This is an optimization exercise on Yosys and OpenROAD, whose aim is small area, not a production implementation. No functional check of the RTL was part of any run shown here. No activity file was given, so power comes from the tool's default toggle rates.

$ cat flow/design.v
package hspd_pkg;
    localparam int FRAME_W     = 40;
    localparam int COUNT_W     = 6;
    localparam int CFG_INDEX_W = 2;
    localparam int HUM_W       = 12;
    localparam int TC_W        = 13;
    localparam int TF_W        = 14;
    localparam logic [CFG_INDEX_W-1:0] CFG_BIT_THRESHOLD = 2'd0;
    localparam logic [CFG_INDEX_W-1:0] CFG_TIMEOUT_LIMIT = 2'd1;
    localparam logic [CFG_INDEX_W-1:0] CFG_MAX_EDGES     = 2'd2;
    localparam logic [7:0] BIT_THRESHOLD_RST = 8'd16;
    localparam logic [7:0] TIMEOUT_LIMIT_RST = 8'd255;
    localparam logic [7:0] MAX_EDGES_RST     = 8'd200;
    localparam logic [7:0] EDGE_BIAS         = 8'd3;
    localparam logic [7:0] EDGE_CNT_START    = 8'd253;    
    localparam logic [7:0] EDGE_CNT_LAST_BIT = 8'd79;     
    localparam logic REQ_SAMPLE = 1'b0;
    localparam logic REQ_START  = 1'b1;
    function automatic logic [15:0] radd(input logic [15:0] a, input logic [15:0] b, input logic cin);
        logic c;
        logic [15:0] r;
        c = cin;
        for (int i = 0; i < 16; i++)
        begin
            r[i] = a[i] ^ b[i] ^ c;
            c    = (a[i] & b[i]) | (a[i] & c) | (b[i] & c);
        end
        radd = r;
    endfunction
    function automatic logic rgt(input logic [15:0] a, input logic [15:0] b);
        logic c;
        c = 1'b0;
        for (int i = 0; i < 16; i++)
            c = (a[i] & !b[i]) | (c & !(a[i] ^ b[i]));
        rgt = c;
    endfunction
    function automatic logic [15:0] rneg(input logic [15:0] a, input logic neg);
        logic p;
        logic [15:0] r;
        p = 1'b0;
        for (int i = 0; i < 16; i++)
        begin
            r[i] = a[i] ^ (neg & p);
            p    = p | a[i];
        end
        rneg = r;
    endfunction
endpackage
module hspd_result (
    input  logic [39:0]        frame,
    input  logic               full,
    input  logic [7:0]         mdiv,
    input  logic [2:0]         mrem,
    output logic               checksum_ok,
    output logic               frame_valid,
    output logic [11:0]        hum,
    output logic signed [12:0] tc,
    output logic signed [13:0] tf
);
    logic [7:0]  d0, d1, d2, d3, d4;
    logic [7:0]  sum;
    logic [15:0] h;
    logic [14:0] raw;
    logic        h_big;
    logic        t_big;
    logic        neg;
    logic [11:0] hum_alt;
    logic [11:0] m;
    logic [10:0] x;
    logic [1:0]  x_lo;
    logic [12:0] q;
    assign {d0, d1, d2, d3, d4} = frame;
    function automatic logic [12:0] radd12(input logic [11:0] a, input logic [11:0] b);
        logic c;
        logic [12:0] r;
        c = 1'b0;
        for (int i = 0; i < 12; i++)
        begin
            r[i] = a[i] ^ b[i] ^ c;
            c    = (a[i] & b[i]) | (a[i] & c) | (b[i] & c);
        end
        r[12] = c;
        radd12 = r;
    endfunction
    always_comb
    begin
        sum         = 8'(radd12({4'd0, 8'(radd12({4'd0, d0}, {4'd0, d1}))}, {4'd0, 8'(radd12({4'd0, d2}, {4'd0, d3}))}));
        checksum_ok = (d4 == sum);
        frame_valid = checksum_ok && full;
        h       = {d0, d1};
        h_big   = hspd_pkg::rgt(h, 16'd1000);
        hum_alt = {11'(radd12({4'd0, d0}, {2'd0, d0, 2'b00})), 1'b0};     
        raw     = {d2[6:0], d3};
        t_big   = hspd_pkg::rgt({1'b0, raw}, 16'd1250);
        neg     = d2[7];
        case (mrem)
            3'd0:    x_lo = 2'd0;
            3'd1:    x_lo = 2'd1;
            3'd2:    x_lo = 2'd2;
            3'd3:    x_lo = 2'd2;
            default: x_lo = 2'd3;
        endcase
        if (t_big)
        begin
            m = {11'(radd12({4'd0, d2}, {2'd0, d2, 2'b00})), 1'b0};   
            x = {d2, 3'b000};                                 
        end
        else
        begin
            m = raw[11:0];
            x = {1'b0, mdiv, x_lo};                           
        end
        q = radd12(m, {1'b0, x});
        hum = ({12{frame_valid & h_big}} & hum_alt) | ({12{frame_valid & !h_big}} & h[11:0]);
        tc = $signed(13'(hspd_pkg::rneg({4'd0, m}, neg)));
        tf = $signed(14'(hspd_pkg::radd(hspd_pkg::rneg({3'd0, q}, neg), 16'd320, 1'b0)));
        if (!frame_valid)
        begin
            tc  = '0;
            tf  = '0;
        end
    end
endmodule
module humidity_sensor_pulse_decoder_core (
    input  logic                                clk,
    input  logic                                rst_n,
    input  logic                                item_valid,
    output logic                                item_ready,
    input  logic                                item_req_type,
    input  logic                                item_pin_level,
    input  logic                                cfg_valid,
    output logic                                cfg_ready,
    input  logic [hspd_pkg::CFG_INDEX_W-1:0]    cfg_index,
    input  logic [7:0]                          cfg_data,
    output logic                                result_valid,
    input  logic                                result_ready,
    output logic [hspd_pkg::FRAME_W-1:0]        result_raw_frame,
    output logic [hspd_pkg::COUNT_W-1:0]        result_bits_received,
    output logic                                result_checksum_ok,
    output logic                                result_frame_valid,
    output logic                                result_timed_out,
    output logic [hspd_pkg::HUM_W-1:0]          result_humidity_tenths,
    output logic signed [hspd_pkg::TC_W-1:0]    result_temp_c_tenths,
    output logic signed [hspd_pkg::TF_W-1:0]    result_temp_f_tenths
);
    logic [7:0] bit_threshold_reg;
    logic [7:0] timeout_limit_reg;
    logic [7:0] max_edges_m3_reg;      
    logic        busy_reg;
    logic        pending_reg;
    logic        last_level_reg;
    logic [7:0]  run_length_reg;
    logic [7:0]  edge_cnt_reg;         
    logic        full_reg;             
    logic        timed_out_reg;
    logic [39:0] frame_reg;
    logic [7:0]  mdiv_reg;             
    logic [2:0]  mrem_reg;             
    logic       take;
    logic       start;
    logic       smp;
    logic       level_diff;
    logic       edge_ev;
    logic       run_ev;
    logic [7:0] run_inc;
    logic [7:0] edge_inc;
    logic       tmo_end;
    logic       edge_end;
    logic       end_ev;
    logic       new_bit;
    logic       shift_en;
    logic       div_en;
    logic [3:0] div_t;
    assign cfg_ready = 1'b1;
    always_ff @(posedge clk or negedge rst_n)
    begin
        if (!rst_n)
        begin
            bit_threshold_reg <= hspd_pkg::BIT_THRESHOLD_RST;
            timeout_limit_reg <= hspd_pkg::TIMEOUT_LIMIT_RST;
            max_edges_m3_reg  <= hspd_pkg::MAX_EDGES_RST - hspd_pkg::EDGE_BIAS;
        end
        else if (cfg_valid)
        begin
            case (cfg_index)
                hspd_pkg::CFG_BIT_THRESHOLD: bit_threshold_reg <= cfg_data;
                hspd_pkg::CFG_TIMEOUT_LIMIT: timeout_limit_reg <= cfg_data;
                hspd_pkg::CFG_MAX_EDGES:     max_edges_m3_reg  <= 8'(hspd_pkg::radd({8'd0, cfg_data}, 16'hFFFD, 1'b0));
                default:                     ;
            endcase
        end
    end
    assign item_ready = !pending_reg || result_ready;
    assign take       = item_valid && item_ready;
    assign start      = take && (item_req_type == hspd_pkg::REQ_START);
    assign smp        = take && (item_req_type == hspd_pkg::REQ_SAMPLE);
    assign level_diff = item_pin_level != last_level_reg;
    assign edge_ev    = smp && level_diff;
    assign run_ev     = smp && !level_diff;
    assign run_inc  = 8'(hspd_pkg::radd({8'd0, run_length_reg}, 16'd0, 1'b1));
    assign edge_inc = 8'(hspd_pkg::radd({8'd0, edge_cnt_reg}, 16'd0, 1'b1));
    assign tmo_end  = busy_reg && run_ev && (run_inc == timeout_limit_reg);
    assign edge_end = busy_reg && edge_ev && (edge_inc == max_edges_m3_reg);
    assign end_ev   = tmo_end || edge_end;
    assign new_bit  = hspd_pkg::rgt({8'd0, run_length_reg}, {8'd0, bit_threshold_reg});
    assign shift_en = edge_ev && !full_reg && edge_cnt_reg[0] && !edge_cnt_reg[7];
    always_ff @(posedge clk or negedge rst_n)
    begin
        if (!rst_n)
        begin
            busy_reg    <= 1'b0;
            pending_reg <= 1'b0;
        end
        else
        begin
            if (start)
                busy_reg <= 1'b1;
            else if (end_ev)
                busy_reg <= 1'b0;
            if (end_ev)
                pending_reg <= 1'b1;
            else if (result_ready)
                pending_reg <= 1'b0;
        end
    end
    always_ff @(posedge clk)
    begin
        if (take)
        begin
            last_level_reg <= item_req_type || item_pin_level;
            run_length_reg <= run_ev ? run_inc : 8'd0;
            timed_out_reg  <= !level_diff;
        end
        if (start)
        begin
            edge_cnt_reg <= hspd_pkg::EDGE_CNT_START;
            full_reg     <= 1'b0;
        end
        else if (edge_ev)
        begin
            edge_cnt_reg <= edge_inc;
            if (edge_cnt_reg == hspd_pkg::EDGE_CNT_LAST_BIT)
                full_reg <= 1'b1;
        end
    end
    logic [4:0] byte_load;
    logic [4:0] byte_hold;
    logic [39:0] frame_in;
    always_comb
    begin
        for (int k = 0; k < 5; k++)
        begin
            byte_load[k] = shift_en && (edge_cnt_reg[6:4] == 3'(k));
            byte_hold[k] = !byte_load[k] && !start;
            frame_in[39-8*k -: 8] = {frame_reg[38-8*k -: 7], new_bit};
        end
    end
    always_ff @(posedge clk)
    begin
        for (int i = 0; i < 40; i++)
            frame_reg[i] <= (byte_load[4 - i/8] & frame_in[i]) | (byte_hold[4 - i/8] & frame_reg[i]);
    end
    assign div_en = shift_en && (edge_cnt_reg[6:5] == 2'b01) && (edge_cnt_reg[4:1] != 4'd0);
    assign div_t  = {mrem_reg, new_bit};
    always_ff @(posedge clk)
    begin
        if (start)
            mrem_reg <= '0;
        else if (div_en)
            mrem_reg <= (div_t >= 4'd5) ? 3'(div_t - 4'd5) : div_t[2:0];
        if (div_en)
            mdiv_reg <= {mdiv_reg[6:0], div_t >= 4'd5};
    end
    assign result_valid         = pending_reg;
    assign result_raw_frame     = frame_reg;
    assign result_timed_out     = timed_out_reg;
    assign result_bits_received = full_reg ? 6'd40 : (edge_cnt_reg[7] ? 6'd0 : edge_cnt_reg[6:1]);
    hspd_result u_result (
        .frame       (frame_reg),
        .full        (full_reg),
        .mdiv        (mdiv_reg),
        .mrem        (mrem_reg),
        .checksum_ok (result_checksum_ok),
        .frame_valid (result_frame_valid),
        .hum         (result_humidity_tenths),
        .tc          (result_temp_c_tenths),
        .tf          (result_temp_f_tenths)
    );
endmodule
$ cat flow/flow/run.sh
#!/bin/bash
# The standard layout (standard.sh) with two changes:
#  - every input and output port is buffered by a buf_1 cell;
#  - clock tree synthesis inserts no dummy loads.
set -o pipefail
export BUFFER_PORTS_ARGS="-buffer_cell sky130_fd_sc_hd__buf_1"
export CTS_ARGS="-sink_clustering_enable -repair_clock_nets -buf_list sky130_fd_sc_hd__clkbuf_8 -dont_use_dummy_load"
bash standard.sh > standard.log 2>&1
$ cat flow/standard.sh
#!/bin/bash
# synth_recipe.tcl (not shown) runs the flow's synth.tcl, then flattens the netlist and writes it again
# the make line also repeats each setting of config.mk as NAME=value (left out here)
make -C /OpenROAD-flow-scripts/flow DESIGN_CONFIG=/design/flow/config.mk WORK_HOME=/design/flow/orfs CLKGATE_MAP_FILE= SYNTH_SCRIPT=/design/flow/synth_recipe.tcl "${@:-finish}"
$ cat flow/config.mk
export PLATFORM = sky130hd
export DESIGN_NAME = humidity_sensor_pulse_decoder_core
export DESIGN_NICKNAME = humidity_sensor_pulse_decoder_core
export VERILOG_FILES = /design/flow/design.v
export SDC_FILE = /design/flow/constraint.sdc
export NUM_CORES = 4
export LEC_CHECK = 0
export ABC_AREA = 1
export CAP_MARGIN = 0
export CORE_MARGIN = 2
export CORE_UTILIZATION = 70
export CTS_BUF_LIST = sky130_fd_sc_hd__clkbuf_8
export SLEW_MARGIN = 0
$ cat flow/constraint.sdc
create_clock -name core_clock -period 9.0 [get_ports {clk}]
set_input_delay 1.8000 -clock core_clock [delete_from_list [all_inputs] [get_ports {clk}]]
set_output_delay 1.8000 -clock core_clock [all_outputs]
set_load 0.01 [all_outputs]
==> results of run 1 <==
[logic make-up after synthesis]
group	count (synthesis)	share of synthesized area
adders and majority gates	82	0.205
xor gates and xnor gates	43	0.0588
DFF	96	0.351
and+or+nand+nor	216	0.157
AOI/OAI and AO/OA	140	0.127
other	1	0.000585
buffers and inverters	166	0.101
[synthesized netlist by cell type (9+ instances only)]
| cell | number |
|---|---|
| inv_1 | 140 |
| nand2_1 | 94 |
| nor2_1 | 60 |
| dfxtp_1 | 52 |
| o22ai_1 | 48 |
| o21ai_0 | 47 |
| ha_1 | 44 |
| fa_1 | 38 |
| xor2_1 | 27 |
| a21oi_1 | 23 |
| nand3_1 | 19 |
| edfxtp_1 | 18 |
| xnor2_1 | 16 |
| dfrtp_1 | 13 |
| dfstp_2 | 13 |
| inv_2 | 9 |
| nand4_1 | 9 |
| o21ai_1 | 9 |
[layout by cell type, fill, tap and decap left out, drive strengths merged, types with 11 or more instances in the layout]
master and n:
buf 108, dfxtp 52, nand2 99, nor2 68, ha 44, nand4 11, edfxtp 18, dfstp 13
fa 38, a21oi 24, o22ai 48, nand3 21, dfrtp 13, xor2 27, xnor2 16, inv 150
o21ai 62
[cell type report]
cell class	instances	share of cell area
Tap cell	108	0.0193
Multi-Input combinational cell	482	0.501
Clock buffer	9	0.0177
Timing Repair Buffer	108	0.0589
Inverter	153	0.0825
Sequential cell	96	0.321
[worst reg2reg max path, cell delays in order (launching register included)]
cell and delay [ns]:
edfxtp_1 0.42, ha_1 0.29, a31o_2 0.25, a21oi_1 0.15, o21bai_1 0.08, a21oi_1 0.14, nor2_1 0.05, o21ai_0 0.14
nand2_1 0.08, nand2_1 0.07, nand2_1 0.09, inv_1 0.24, ha_1 0.25, inv_1 0.05, o21ai_0 0.14, nand2_1 0.11
inv_1 0.10, nor2_1 0.04, a211oi_1 0.21, a211oi_1 0.06
[final timing paths]
check / start / end / slack, ns / cells past startpoint
min: mdiv_reg[5] / mdiv_reg[6] / 0.46 / 0
max in group asynchronous: rst_n / max_edges_m3_reg[0] / 7.28 / 2
min in group asynchronous: rst_n / bit_threshold_reg[1] / 1.40 / 2
max: frame_reg[11] / result_temp_f_tenths[13] / 0.79 / 33
max reg2reg: run_length_reg[1] / mrem_reg[1] / 5.89 / 19
min reg2reg: mdiv_reg[5] / mdiv_reg[6] / 0.46 / 0
[power groups by stage]
stage / sequential (mW) / clock [mW] / combinational (mW)
after floorplan: 0.496 / 0 / 0.0896
after global placement: 0.500 / 0 / 0.116
after detailed placement: 0.502 / 0 / 0.125
after CTS: 0.493 / 0.226 / 0.126
after global routing: 0.496 / 0.240 / 0.143
final: 0.493 / 0.225 / 0.126
[routing by layer]
metal,GRT usage,up-vias,wire length (um)
met4,0.120,0,451
met1,0.418,2589,6210
met5,0,-,0
met3,0.0464,38,984
met2,0.541,216,7360
li1,-,2622,-
[stage by stage]
step / hold WS (ns) / total power [mW]
4_1_cts: 0.468 / 0.845
2_1_floorplan: 0.421 / 0.586
5_1_grt: 0.484 / 0.880
6_report: 0.458 / 0.844
3_3_place_gp: 0.449 / 0.616
3_5_place_dp: 0.446 / 0.626
==> flow_metrics.tcl, run 1 <==
set metrics [dict create \
    die_w_um 99.7 \
    htree_levels 3 \
    io_buffers 106 \
    drtIter0Drc 320 \
    cts_resized 0 \
    syn-cell-area_mm2 0.00641 \
    synth.distinct_cells 46 \
    grt_max_degree 27 \
    fmax_mhz 122 \
    cts_setup_buffers 0 \
    power_per_cell_area_mw_per_mm2 120 \
    maxSlewHeadroom 0.515 \
    wl_um 15000 \
    place_ws_ns 1.25 \
    grt_pass1_wl_um 25300 \
    p_int_mw 0.610 \
    finalCoreUtilization 0.796 \
    slowest_stage "fa_1" \
    ios 108 \
    synth_warnings 2 \
    p_leak_nw 3.10 \
    synth_top_area_share 0.162 \
    cts_root_buffer "clkbuf_8" \
    finalMaxSlewViolations 0 \
    drv_cap 0 \
    critPathMaxFanout 23 \
    cts_hold_buffers 0 \
    combPwrFrac 0.149 \
    placement.cell_area_mm2 0.00689 \
    dp_cells 947 \
    multiInputGateArea_mm2 0.00351 \
    track_usage 0.319 \
    synth_area_leaders "dfxtp_1 (16%), fa_1 (12%), ha_1 (8.6%)" \
    drc 0 \
    hold_viol 0 \
    critPathLaunchType "flop" \
    wl_per_cell_um 15.7 \
    cts_sinks 96 \
    synth.ff_latch_count 96 \
    viasPerCell 5.72 \
    start_util 0.728 \
    cts.clk_slew.worst_paths_ns 0.11 \
    firstDrtPassIters 6 \
    synth_largest_area_cell "dfxtp_1" \
    place_congestion 0.956 \
    dieArea_mm2 0.00994 \
    rows 34 \
    setup_violations 0 \
    nFillCells 616 \
    status "finished clean" \
    cts_buffers 9 \
    worstHoldPathType "flop to flop" \
    cp_slowest_stage_delay_ns 0.44 \
    cp_common_cell "fa_1" \
    syn_area_per_cell_um2 8.61 \
    fp.coreArea_mm2 0.00881 \
    finalNonFillerCells 956 \
    vdd_drop_max_uv 110 \
    ant_nets 0 \
    cp_top_family "adder cells" \
    syn_to_final_growth_pct 9.39 \
    largest_reg_flops 40 \
    rsz0062_at_grt "no" \
    seqPwrFrac 0.584 \
    endpoint_kind "primary output" \
    clockBufferDepth 2 \
    min_period_over_period 0.912 \
    antenna_found_initial 0 \
    cts_tree "done" \
    clock_skew_ns 0.0357 \
    stdcell_area_mm2 0.00701 \
    syn_inst 744 \
    worstPathRequired_ns 7.20 \
    grt_pass1_vias 5453 \
    seq_area_mm2 0.00225 \
    pwr-share-clk 0.267 \
    layout.nets 949 \
    fin_setup_tns_ns 0 \
    crit_arrival_ns 6.41 \
    tightest_slew_ns 0.725 \
    p_switching_mw 0.233 \
    dpl.hpwl_um 11900 \
    switching_share 0.277 \
    ys.flop_type "dfxtp_1" \
    antenna_cells 0 \
    layout_min_cycle_time_ns 8.21 \
    vias 5465 \
    syn_nets 843 \
    grt-ovfl-total 0 \
    ys_seq_area_frac 0.351 \
    drive_gt1_frac 0.0755 \
    ys_async_sr_fraction 0.271 \
    insertion_delay_ns 0.37 \
    path_buf_inv 10 \
    die_y_um 99.7 \
    timing.final.ws_setup_ns 0.791 \
    critPathKind "flop to primary output" \
    synth_edf_count 18 \
]
==> inputs of run 2 (changes only) <==
--- a/flow/config.mk
+++ b/flow/config.mk
@@ -10,3 +10,3 @@
 export CORE_MARGIN = 2
-export CORE_UTILIZATION = 70
+export CORE_UTILIZATION = 75
 export CTS_BUF_LIST = sky130_fd_sc_hd__clkbuf_8
==> run 2 against run 1 <==
Compared with the run above: total power decreased by 0.53%; clock skew is 0.015 ns lower; sequential share of layout area about the same; first-iteration DRC count is 34% higher; sequential power hardly changed; flip-flop and latch count unchanged; combinational power barely moved; synthesized cell count is the same; non-clock buffer count unchanged.
==> flow_metrics.tcl, run 2 <==
set metrics [dict create \
    maxSlewHeadroom 0.484 \
    critPathLaunchType "flop" \
    syn_area_per_cell_um2 8.61 \
    worstHoldPathType "flop to flop" \
    htree_levels 3 \
    finalNonFillerCells 953 \
    firstDrtPassIters 5 \
    layout_min_cycle_time_ns 8.29 \
    finalMaxSlewViolations 0 \
    syn_inst 744 \
    vdd_drop_max_uv 121 \
    ys_seq_area_frac 0.351 \
    critPathMaxFanout 23 \
    ys.flop_type "dfxtp_1" \
    combPwrFrac 0.148 \
    cts_setup_buffers 0 \
    fp.coreArea_mm2 0.00826 \
    wl_per_cell_um 15.6 \
    place_congestion 0.951 \
    critPathKind "flop to primary output" \
    synth_top_area_share 0.162 \
    switching_share 0.273 \
    cp_slowest_stage_delay_ns 0.44 \
    endpoint_kind "primary output" \
    layout.nets 949 \
    die_y_um 96.4 \
    drtIter0Drc 430 \
    cts_sinks 96 \
    ys_async_sr_fraction 0.271 \
    rsz0062_at_grt "no" \
    track_usage 0.332 \
    vias 5547 \
    crit_arrival_ns 6.49 \
    grt_max_degree 27 \
    placement.cell_area_mm2 0.00688 \
    synth.most_common_cell "inv_1" \
    hold_viol 0 \
    synth.ff_latch_count 96 \
    ios 108 \
    seqPwrFrac 0.588 \
    synth_area_leaders "dfxtp_1 (16%), fa_1 (12%), ha_1 (8.6%)" \
    antenna_found_initial 0 \
    cts_resized 0 \
    cts_root_buffer "clkbuf_8" \
    p_leak_nw 3.10 \
    insertion_delay_ns 0.36 \
    dp_cells 944 \
    die_w_um 96.4 \
    drc 0 \
    cts.clk_slew.worst_paths_ns 0.08 \
    synth.distinct_cells 46 \
    stdcell_area_mm2 0.00701 \
    worstPathRequired_ns 7.20 \
    synth_warnings 2 \
    pwr-share-clk 0.264 \
    min_from "mdiv_reg[3]" \
    p_int_mw 0.610 \
    antenna_cells 0 \
    fin_setup_tns_ns 0 \
    nFillCells 538 \
    clockBufferDepth 2 \
    setup.worst_path.start "frame_reg[13]" \
    dieArea_mm2 0.00930 \
    setup_violations 0 \
    start_util 0.776 \
    clock_skew_ns 0.0205 \
    power_per_cell_area_mw_per_mm2 120 \
    syn_to_final_growth_pct 9.33 \
    syn_nets 843 \
    tightest_slew_ns 0.770 \
    grt_pass1_vias 5212 \
    cts_buffers 9 \
    grt-ovfl-total 0 \
    ff2ff_setup_slack_ns 5.66 \
    layout_common_cells "inv_1 (140), buf_1 (106), nand2_1 (94)" \
    largest_reg_flops 40 \
    grt_pass1_wl_um 23800 \
    viasPerCell 5.82 \
    ant_nets 0 \
    netlist_top_cells_count "inv_1 (140), nand2_1 (94), nor2_1 (60)" \
    cts_tree "done" \
    wl_um 14900 \
    final_common_cell "inv_1" \
    drv_cap 0 \
    cts_hold_buffers 0 \
    synth_edf_count 18 \
    status "finished clean" \
    min_period_over_period 0.921 \
    drive_gt1_frac 0.0755 \
    timing.rr.start "run_length_reg[1]" \
    fmax_mhz 121 \
    slowest_stage "fa_1" \
    cp_common_cell "fa_1" \
    syn-cell-area_mm2 0.00641 \
    p_switching_mw 0.229 \
    io_buffers 106 \
    synth_largest_area_cell "dfxtp_1" \
    rows 33 \
    dpl.hpwl_um 11800 \
]
## run 2: cell counts after synthesis
Identical to the previous run, type by type.
## run 2: cell families after synthesis
family          after synthesis  share of synthesized area
xor+xnor                     43                     0.0588
buf+inv                     166                      0.101
flops                        96                      0.351
simple gates                216                      0.157
fa+ha+maj                    82                      0.205
compound gates              140                      0.127
other cells                   1                   0.000585
## run 2: worst paths after layout
check,cells past startpoint,end
max in group asynchronous,2,max_edges_m3_reg[6]
worst max-delay path,33,result_temp_f_tenths[13]
worst max register to register,19,mrem_reg[1]
worst min register to register,0,mdiv_reg[4]
min in group asynchronous,2,bit_threshold_reg[0]
worst min-delay path,0,mdiv_reg[4]
## run 2: worst max-delay path: cells and delay by family (launching register included)
family                   cells  cell delay, ns
adder cells (fa/ha/maj)     14            3.84
flip-flops                   1            0.42
buffers and inverters       10            0.81
AND/OR/NAND/NOR              6            0.70
XOR/XNOR                     1            0.15
AO/OA/AOI/OAI                2            0.20
## run 2: power groups by stage
stage               registers, mW  logic, mW  clock network (mW)
floorplan                   0.496     0.0896                   0
finish                      0.494      0.124               0.221
global route                0.496      0.143               0.237
global placement            0.500      0.115                   0
detailed placement          0.502      0.123                   0
CTS                         0.493      0.124               0.222
## run 2: cell type report
| type | instances | area, um^2 | area share |
|---|---|---|---|
| timing repair buffer | 108 | 413 | 0.0589 |
| tap | 105 | 131 | 0.0188 |
| clock buffer | 9 | 124 | 0.0177 |
| multi-input combinational | 482 | 3510 | 0.501 |
| sequential | 96 | 2250 | 0.321 |
| inverter | 153 | 578 | 0.0825 |
## run 2: layer usage
metal | track usage | routed length (um) | share of wire
met4 | 0.127 | 382 | 0.026
met2 | 0.569 | 7460 | 0.50
met1 | 0.426 | 5960 | 0.40
met3 | 0.0543 | 1050 | 0.071
met5 | 0 | 0 | 0
## run 2: stage by stage
step                      setup slack (ns)  hold WS, ns  power [mW]   util
after floorplan                       1.64        0.421       0.586      -
after global placement                1.39        0.451       0.615  0.833
after detailed placement              1.16        0.443       0.625  0.833
after CTS                            0.759        0.464       0.839  0.848
after global routing                 0.345        0.474       0.876  0.848
final                                0.710        0.469       0.839  0.848
==> inputs of run 3 (changes only) <==
--- a/flow/config.mk
+++ b/flow/config.mk
@@ -10,3 +10,3 @@
 export CORE_MARGIN = 2
-export CORE_UTILIZATION = 75
+export CORE_UTILIZATION = 80
 export CTS_BUF_LIST = sky130_fd_sc_hd__clkbuf_8
==> run 3 against run 2 <==
Compared with the run above: utilization increased by 5.8 points; cell count fell by 0.31%; largest cell class unchanged; highest routed layer unchanged; register-to-register slack got worse by 0.19 ns; still clean on timing, DRC and antenna; critical endpoint unchanged; global-route usage grew 11 points; sequential share of layout area about the same.
==> flow_metrics.tcl, run 3 <==
set metrics [dict create \
    status "finished clean" \
    start_util 0.829 \
    endpoint_kind "primary output" \
    drive_gt1_frac 0.0755 \
    setup_violations 0 \
    ys_seq_area_frac 0.351 \
    syn_nets 843 \
    layout.nets 949 \
    final_common_cell "inv_1" \
    rsz0062_at_grt "no" \
    crit_arrival_ns 6.58 \
    firstDrtPassIters 5 \
    syn-cell-area_mm2 0.00641 \
    die_y_um 93.5 \
    htree_levels 3 \
    die_w_um 93.5 \
    clockBufferDepth 2 \
    syn_area_per_cell_um2 8.61 \
    cts_resized 0 \
    cp_slowest_stage_delay_ns 0.47 \
    drc 0 \
    ys.flop_type "dfxtp_1" \
    fp.coreArea_mm2 0.00773 \
    synth_edf_count 18 \
    vias 6017 \
    largest_reg_flops 40 \
    vdd_drop_max_uv 127 \
    fmax_mhz 119 \
    power_per_cell_area_mw_per_mm2 124 \
    path_buf_inv 9 \
    grt_pass1_wl_um 29700 \
    grt-ovfl-total 0 \
    cts_sinks 96 \
    ios 108 \
    dpl.hpwl_um 13600 \
    grt_pass1_vias 6166 \
    fin_setup_tns_ns 0 \
    antenna_found_initial 0 \
    cp_top_family "adder cells" \
    layout_min_cycle_time_ns 8.38 \
    hold_viol 0 \
    crit_cells 33 \
    cts_setup_buffers 0 \
    nFillCells 329 \
    crit_end "result_temp_f_tenths[13]" \
    worstPathRequired_ns 7.20 \
    layout_common_cells "inv_1 (140), buf_1 (106), nand2_1 (94)" \
    synth_top_area_share 0.162 \
    synth.distinct_cells 46 \
    ant_nets 0 \
    syn_to_final_growth_pct 9.28 \
    maxSlewHeadroom 0.488 \
    tightest_slew_ns 0.765 \
    synth.ff_latch_count 96 \
    antenna_cells 0 \
    r2r_end "mrem_reg[1]" \
    place_congestion 1.01 \
    critPathLaunchType "flop" \
    clock_skew_ns 0.0414 \
    rows 32 \
    ff2ff_setup_slack_ns 5.47 \
    insertion_delay_ns 0.37 \
    worstHoldPathType "flop to flop" \
    drv_cap 0 \
    track_usage 0.445 \
    drtIter0Drc 578 \
    cts_buffers 9 \
    cts_root_buffer "clkbuf_8" \
    viasPerCell 6.33 \
    wl_um 18300 \
    synth_largest_area_cell "dfxtp_1" \
    critPathMaxFanout 23 \
    synth.most_common_cell "inv_1" \
    p_leak_nw 3.10 \
    ys_async_sr_fraction 0.271 \
    grt_max_degree 27 \
    timing.rr.start "run_length_reg[1]" \
    dieArea_mm2 0.00874 \
    wl_per_cell_um 19.2 \
    slowest_stage "dfxtp_1" \
    r2r_cells 19 \
    critPathKind "flop to primary output" \
    cts.clk_slew.worst_paths_ns 0.08 \
    finalMaxSlewViolations 0 \
    cts_tree "done" \
    hold-path-cell-count 0 \
    syn_inst 744 \
    place_ws_ns 1.10 \
    netlist_top_cells_count "inv_1 (140), nand2_1 (94), nor2_1 (60)" \
    setup.worst_path.start "frame_reg[8]" \
    min_period_over_period 0.931 \
    timing.final.ws_setup_ns 0.623 \
    synth_warnings 2 \
    io_buffers 106 \
    synth_area_leaders "dfxtp_1 (16%), fa_1 (12%), ha_1 (8.6%)" \
    cts_hold_buffers 0 \
    cp_common_cell "fa_1" \
]
==> run 3: report_power, final <==
group,internal (mW),switching (mW),leakage (nW)
registers,0.473,0.0249,0.891
logic,0.0486,0.0937,2.14
clock network,0.0901,0.136,0.0647
total,0.611,0.254,3.10
==> run 3: logic make-up after synthesis <==
family,after synthesis,synth area share
adder cells (fa/ha/maj),82,0.205
flip-flops,96,0.351
other,1,0.000585
XOR/XNOR,43,0.0588
buffers and inverters,166,0.101
AND/OR/NAND/NOR,216,0.157
AO/OA/AOI/OAI,140,0.127
==> run 3: layout make-up <==
class,instances,area (um^2),area share
inverters,153,578,0.0826
multi-input cells,482,3510,0.501
clock buffers,9,124,0.0177
repair buffers,108,413,0.0590
well taps,102,128,0.0182
flip-flops and latches,96,2250,0.321
==> run 3: how the worst min path moves through the flow <==
stage                start     endpoint  slack, ns
2_1_floorplan  mdiv_reg[1]  mdiv_reg[2]       0.42
3_3_place_gp   mdiv_reg[0]  mdiv_reg[1]       0.43
3_5_place_dp   mdiv_reg[4]  mdiv_reg[5]       0.45
4_1_cts        mdiv_reg[2]  mdiv_reg[3]       0.45
5_1_grt        mdiv_reg[2]  mdiv_reg[3]       0.47
6_report       mdiv_reg[2]  mdiv_reg[3]       0.45
==> run 3: metal layers <==
metal / up-vias / track usage / routed length [um]
met5: - / 0 / 0
met4: 0 / 0.256 / 1020
met3: 111 / 0.0999 / 1760
met2: 464 / 0.757 / 8970
met1: 2825 / 0.518 / 6530
li1: 2617 / - / -
==> run 3: metrics by stage <==
stage	hold slack, ns	cells	utilization	power (mW)	area (um^2)
floorplan	0.421	744	-	0.586	6410
global placement	0.434	941	0.890	0.615	6880
detailed placement	0.449	941	0.890	0.632	6880
CTS	0.450	950	0.906	0.853	7000
global route	0.473	950	0.906	0.891	7000
finish	0.449	950	0.906	0.866	7000

-- afterwards: timing with drivers on the ports --
How much do the figures lean on ideal ports? The routed layouts below were timed once more, with nothing changed but the port constraints.
Step 1 sets driving cells, clkbuf_16 on the clock port and buf_2 on the other inputs (assumed; they add their load-dependent delay and slew).
Step 2 adds t to the input delays and takes it off the output delays; t is the mean of the earliest and latest rising clock arrival at the registers after step 1. Input paths then give back, and output paths get back, about the clock's delay inside the block.
a / b / c = ideal / step 1 / step 2; a / b = the first two.
run	t, ns	slack for setup (ns)	latest minus earliest clock arrival (ns)
run 1	0.387	0.791 / 0.757 / 1.143	0.037 / 0.037
run 2	0.383	0.710 / 0.676 / 1.058	0.021 / 0.021
run 3	0.382	0.623 / 0.588 / 0.970	0.042 / 0.042
After both steps setup and hold are still met in every run listed.
